Source: an optimization exercise on an open RTL-to-GDS flow (aim: small area and a short achievable clock period). Production flows keep margins and buffers that such runs may drop. The RTL was checked by simulation tests, not by an equivalence proof against the original design. Power and IR drop assume default switching activity.

## build 69
==> flow/design.v (excerpt) <==
module data_mem_responder #(
    parameter int DATA_WIDTH  = 16,
    parameter int ADDR_WIDTH  = 8,
    parameter int WAIT_STATES = 2
) (
    input  logic                  clk,
    input  logic                  reset,
    input  logic                  mem_select,
    input  logic                  mem_read,
    input  logic [ADDR_WIDTH-1:0] addr,
    input  logic [DATA_WIDTH-1:0] wdata,
    output logic [DATA_WIDTH-1:0] rdata,
    output logic                  ready,
    output logic                  addr_error
);
clock: 6.0 ns
lec_check: 0
cap_margin: 20
core_margin: 2
core_utilization: 60
cts_cluster_diameter: 150
cts_cluster_size: 24
gpl_routability_driven: 0
place_density: 0.7
setup_slack_margin: 3.8
slew_margin: 20
synth_hierarchical: 1
synth_minimum_keep_size: 0
run.sh (not shown) runs the stock make flow with config.mk's settings and CLKGATE_MAP_FILE= SYNTH_SCRIPT=/design/flow/synth_recipe.tcl, a recipe that flattens the netlist after the stock synthesis.
Build 69 went all the way through the flow, and no timing, DRC or antenna check failed.
diff inputs: build 69 => build 54
Settings: CTS_BUF_LIST newly set to sky130_fd_sc_hd__clkbuf_8 sky130_fd_sc_hd__clkbuf_16; GPL_ROUTABILITY_DRIVEN removed (was 0).
Results
Worst-case reg-to-reg path depth, build 54 and build 69, lower one = build 54.
As far as total internal power is concerned, build 54 and build 69 perform about the same.
The worst supply voltage drop on vdd was comparable across build 54 and build 69.
Fraction of the cycle the final worst path needs of build 54 is on par with build 69.
Modified inputs, build 38 compared to build 54
Settings: CTS_BUF_LIST no longer set, was sky130_fd_sc_hd__clkbuf_8 sky130_fd_sc_hd__clkbuf_16.
==> comparison <==
Re final cell count: no difference whatsoever between build 38 and build 54.
Between build 38 and build 54, the net switching power of the design figures differ only marginally.
Diff build 54 -> build 38: final-report max-slew violation count flat, routed wirelength normalized by instance count flat.
On power, build 38 tracks build 54 almost exactly.
The clock network area share was comparable across build 38 and build 54.
Taking build 54 as the reference, in build 38 maximum clock rate roughly the same; core utilization saw little to no change.
Compared build 54 against build 38; worst supply voltage drop on vdd within noise.
Inputs modified between build 38 and build 47:
Settings: swapping 3.8 for 3.9 in SETUP_SLACK_MARGIN.
--- outcome ---
- Delta (build 47 minus build 38): number of optimization iterations in the first detailed-route pass went down 2, final net count increased by 1.1% relative to the old numbers.
- In terms of clock group share of total power, build 47 and build 38 differ only marginally.
- Power density over cell area (higher): build 38
- Area of the die of build 38 is on par with build 47.
- Compared with build 38, in build 47 total power saw little to no change, via count of the first global-routing pass comparable, maximum frequency barely changed.
- [compare] base=build 38 new=build 47: global-route usage has increased, sequential share of layout area has decreased.

---

Another version of the RTL of data_mem_responder (not shown whole).
Size in the first run: ~3,400 cells after synthesis, ~2,100 flip-flops, roughly 46 I/O pins, roughly 0.072 mm2 of cells after synthesis.
Design data_mem_responder, start of the top module:
module data_mem_responder #(
    parameter int DATA_WIDTH  = 16,
    parameter int ADDR_WIDTH  = 8,
    parameter int WAIT_STATES = 2
) (
    input  logic                  clk,
    input  logic                  reset,
    input  logic                  mem_select,
    input  logic                  mem_read,
    input  logic [ADDR_WIDTH-1:0] addr,
    input  logic [DATA_WIDTH-1:0] wdata,
    output logic [DATA_WIDTH-1:0] rdata,
    output logic                  ready,
    output logic                  addr_error
);
clock: 6.0 ns
lec_check: 0
cap_margin: 20
core_margin: 2
core_utilization: 40
slew_margin: 20
synth_hierarchical: 1
synth_minimum_keep_size: 0
==> next run, changes <==
Settings changed: CORE_UTILIZATION 40 to 60, PLACE_DENSITY set to 0.7, SETUP_SLACK_MARGIN set to 3.5.
Worst hold slack barely changes; total power went down slightly; sequential power stays flat; cell count came out lower by a little under a tenth; worst setup slack gets better by 1200 ps; critical path depth climbs by 1; global-route usage rises by 13 points; via count rises by a little under a tenth; clock skew shrinks by 22 ps.

---

== nickel ==
Another version of the RTL of data_mem_responder (not shown whole).
Size: about 5700 cells after synthesis, about 46 I/O pins, about 73000 µm² of cells after synthesis.
export LEC_CHECK = 0
export CAP_MARGIN = 20
export CORE_MARGIN = 2
export CORE_UTILIZATION = 60
export CTS_CLUSTER_DIAMETER = 150
export CTS_CLUSTER_SIZE = 24
export PLACE_DENSITY = 0.7
export SETUP_SLACK_MARGIN = 4.5
export SLEW_MARGIN = 20
export SYNTH_HIERARCHICAL = 1
export SYNTH_MINIMUM_KEEP_SIZE = 0
create_clock -name core_clock -period 6.0 [get_ports {clk}]
Both conditions hold for nickel: the flow ran to the end and the final layout passed the timing, DRC and antenna checks.
Relative to nickel, the following input files were edited for willow:
-- flow/config.mk --
<<< nickel, line 10
export CORE_UTILIZATION = 60
>>> willow, line 10
export CORE_UTILIZATION = 70
<<< nickel, line 13
export PLACE_DENSITY = 0.7
export SETUP_SLACK_MARGIN = 4.5
>>> willow, line 13
export PLACE_DENSITY = 0.78
export SETUP_SLACK_MARGIN = 3.6
--- outcome ---
Looking at minimum hold slack, willow sits 26 ps below nickel.
In willow the count of clock-buffer cells in the layout turned out about 0.9% lower than in nickel.
nickel ended up with rdata[7] as its end point of the critical path; willow ended up with part_nq[10]$_DFF_P_.
Going from nickel to willow, the design area was found to have gone down by about 12%.
Lower clock power among willow and nickel: willow
a222oi_1 as the critical path's slowest cell was reported by willow, and dfxtp_4 by nickel.
First-pass GRT wire length on willow is down relative to nickel.
willow ended with more critical path depth than nickel.
Modified inputs, lagoon compared to willow
-- flow/config.mk --
<<< willow, line 10
export CORE_UTILIZATION = 70
>>> lagoon, line 10
export CORE_UTILIZATION = 60
<<< willow, line 12
export CTS_CLUSTER_SIZE = 24
export PLACE_DENSITY = 0.78
>>> lagoon, line 12
export CTS_CLUSTER_SIZE = 27
export PLACE_DENSITY = 0.7
### Flow results
Looking at minimum clock period across both flows, lagoon is the stronger of the two, with willow trailing.
| smallest hold slack | lagoon vs willow | 30 ps higher |
Via count of the first global-routing pass (lagoon vs. willow) decreases slightly
For lagoon and willow, there was not a single run that failed to finish clean.
| worst-skew pair later-pin latency | higher: willow |
In the reports for lagoon and willow, the larger overall routed net length belongs to lagoon.
willow vs lagoon, capturing instance or port of the critical path: part_nq[10]$_DFF_P_ vs part_nq[75]$_DFF_P_
Diff lagoon..willow | share of the final layout cell area in multi-input gates | negligible
Area: lagoon vs willow -> lagoon larger
Re buffer and inverter count on the worst path: no difference whatsoever between lagoon and willow.
lagoon: total combinational power is 6.6% higher than what willow reported.
Changes in amber relative to lagoon:
-- flow/config.mk --
<<< lagoon, line 12
export CTS_CLUSTER_SIZE = 27
>>> amber, line 12
export CTS_CLUSTER_SIZE = 24
<<< lagoon, line 14
export SETUP_SLACK_MARGIN = 3.6
>>> amber, line 14
export SETUP_SLACK_MARGIN = 4.1
## What came out
- Count of distinct cell types in the synthesized netlist came out exactly the same in lagoon and amber.
- Relative to lagoon, worst setup slack after layout has increased by 72 ps in amber.
- Looking at area overhead of the layout relative to synthesis, amber sits 6.8 points higher than lagoon does.
- The utilization after layout in amber was higher than what lagoon gave.
- lagoon → amber: largest stage delay on the critical path fell by 140 ps, final routed wire length divided by cell count up 1.0%.
- Measured against lagoon, the detailed route wirelength on metal3 of amber comes out at 1.16 times the reference value.
- Compare lagoon and amber | critical path depth lower: amber
- amber vs. lagoon: clock tree cell share of total cell area roughly the same, met1 layer usage reported by global route climbed 1.7 points.

[what the ideal ports hide]
No port has a modelled driver above. Below, the same layouts with a new extraction and two added sets of constraints.
Step 1 (the two cells are an assumption about what drives the block):
set clk [get_ports {clk}]
set_driving_cell -lib_cell sky130_fd_sc_hd__clkbuf_16 $clk
set_driving_cell -lib_cell sky130_fd_sc_hd__buf_2 [delete_from_list [all_inputs] $clk]
Step 2 moves the port delays by t, midway between the first and last clock arrival at a register: inputs arrive t later, outputs are due t later. That takes back most of the time a late clock gives input paths.
Slacks: ideal ports / drivers / drivers and shift; pairs: ideal ports / drivers.
| run | t (ns) | slack for setup (ns) | hold WS [ns] |
|---|---|---|---|
| build 69 | 0.816 | 3.628 / 3.542 / 3.117 | 0.477 / 0.477 / 0.477 |
| build 54 | 0.817 | 3.627 / 3.541 / 3.122 | 0.476 / 0.476 / 0.476 |
| build 38 | 0.816 | 3.628 / 3.542 / 3.117 | 0.477 / 0.477 / 0.477 |
| build 47 | 0.816 | 3.626 / 3.539 / 3.152 | 0.477 / 0.477 / 0.477 |
| the first run of note 2 | 0.895 | 1.522 / 1.579 / 0.684 | 0.421 / 0.421 / 0.421 |
| the second run of note 2 | 0.879 | 2.711 / 2.611 / 1.731 | 0.421 / 0.421 / 0.421 |
| nickel | 0.837 | 3.495 / 3.408 / 3.613 | 0.437 / 0.437 / 0.437 |
| willow | 0.817 | 3.488 / 3.444 / 3.256 | 0.411 / 0.411 / 0.411 |
| lagoon | 0.804 | 3.517 / 3.489 / 3.193 | 0.441 / 0.441 / 0.441 |
| amber | 0.805 | 3.588 / 3.504 / 3.254 | 0.438 / 0.438 / 0.438 |
After both steps setup and hold are still met in every run listed. For the second run of note 2, which loses most, drivers alone change the setup slack by -0.100 ns; drivers and shift together by -0.980 ns.
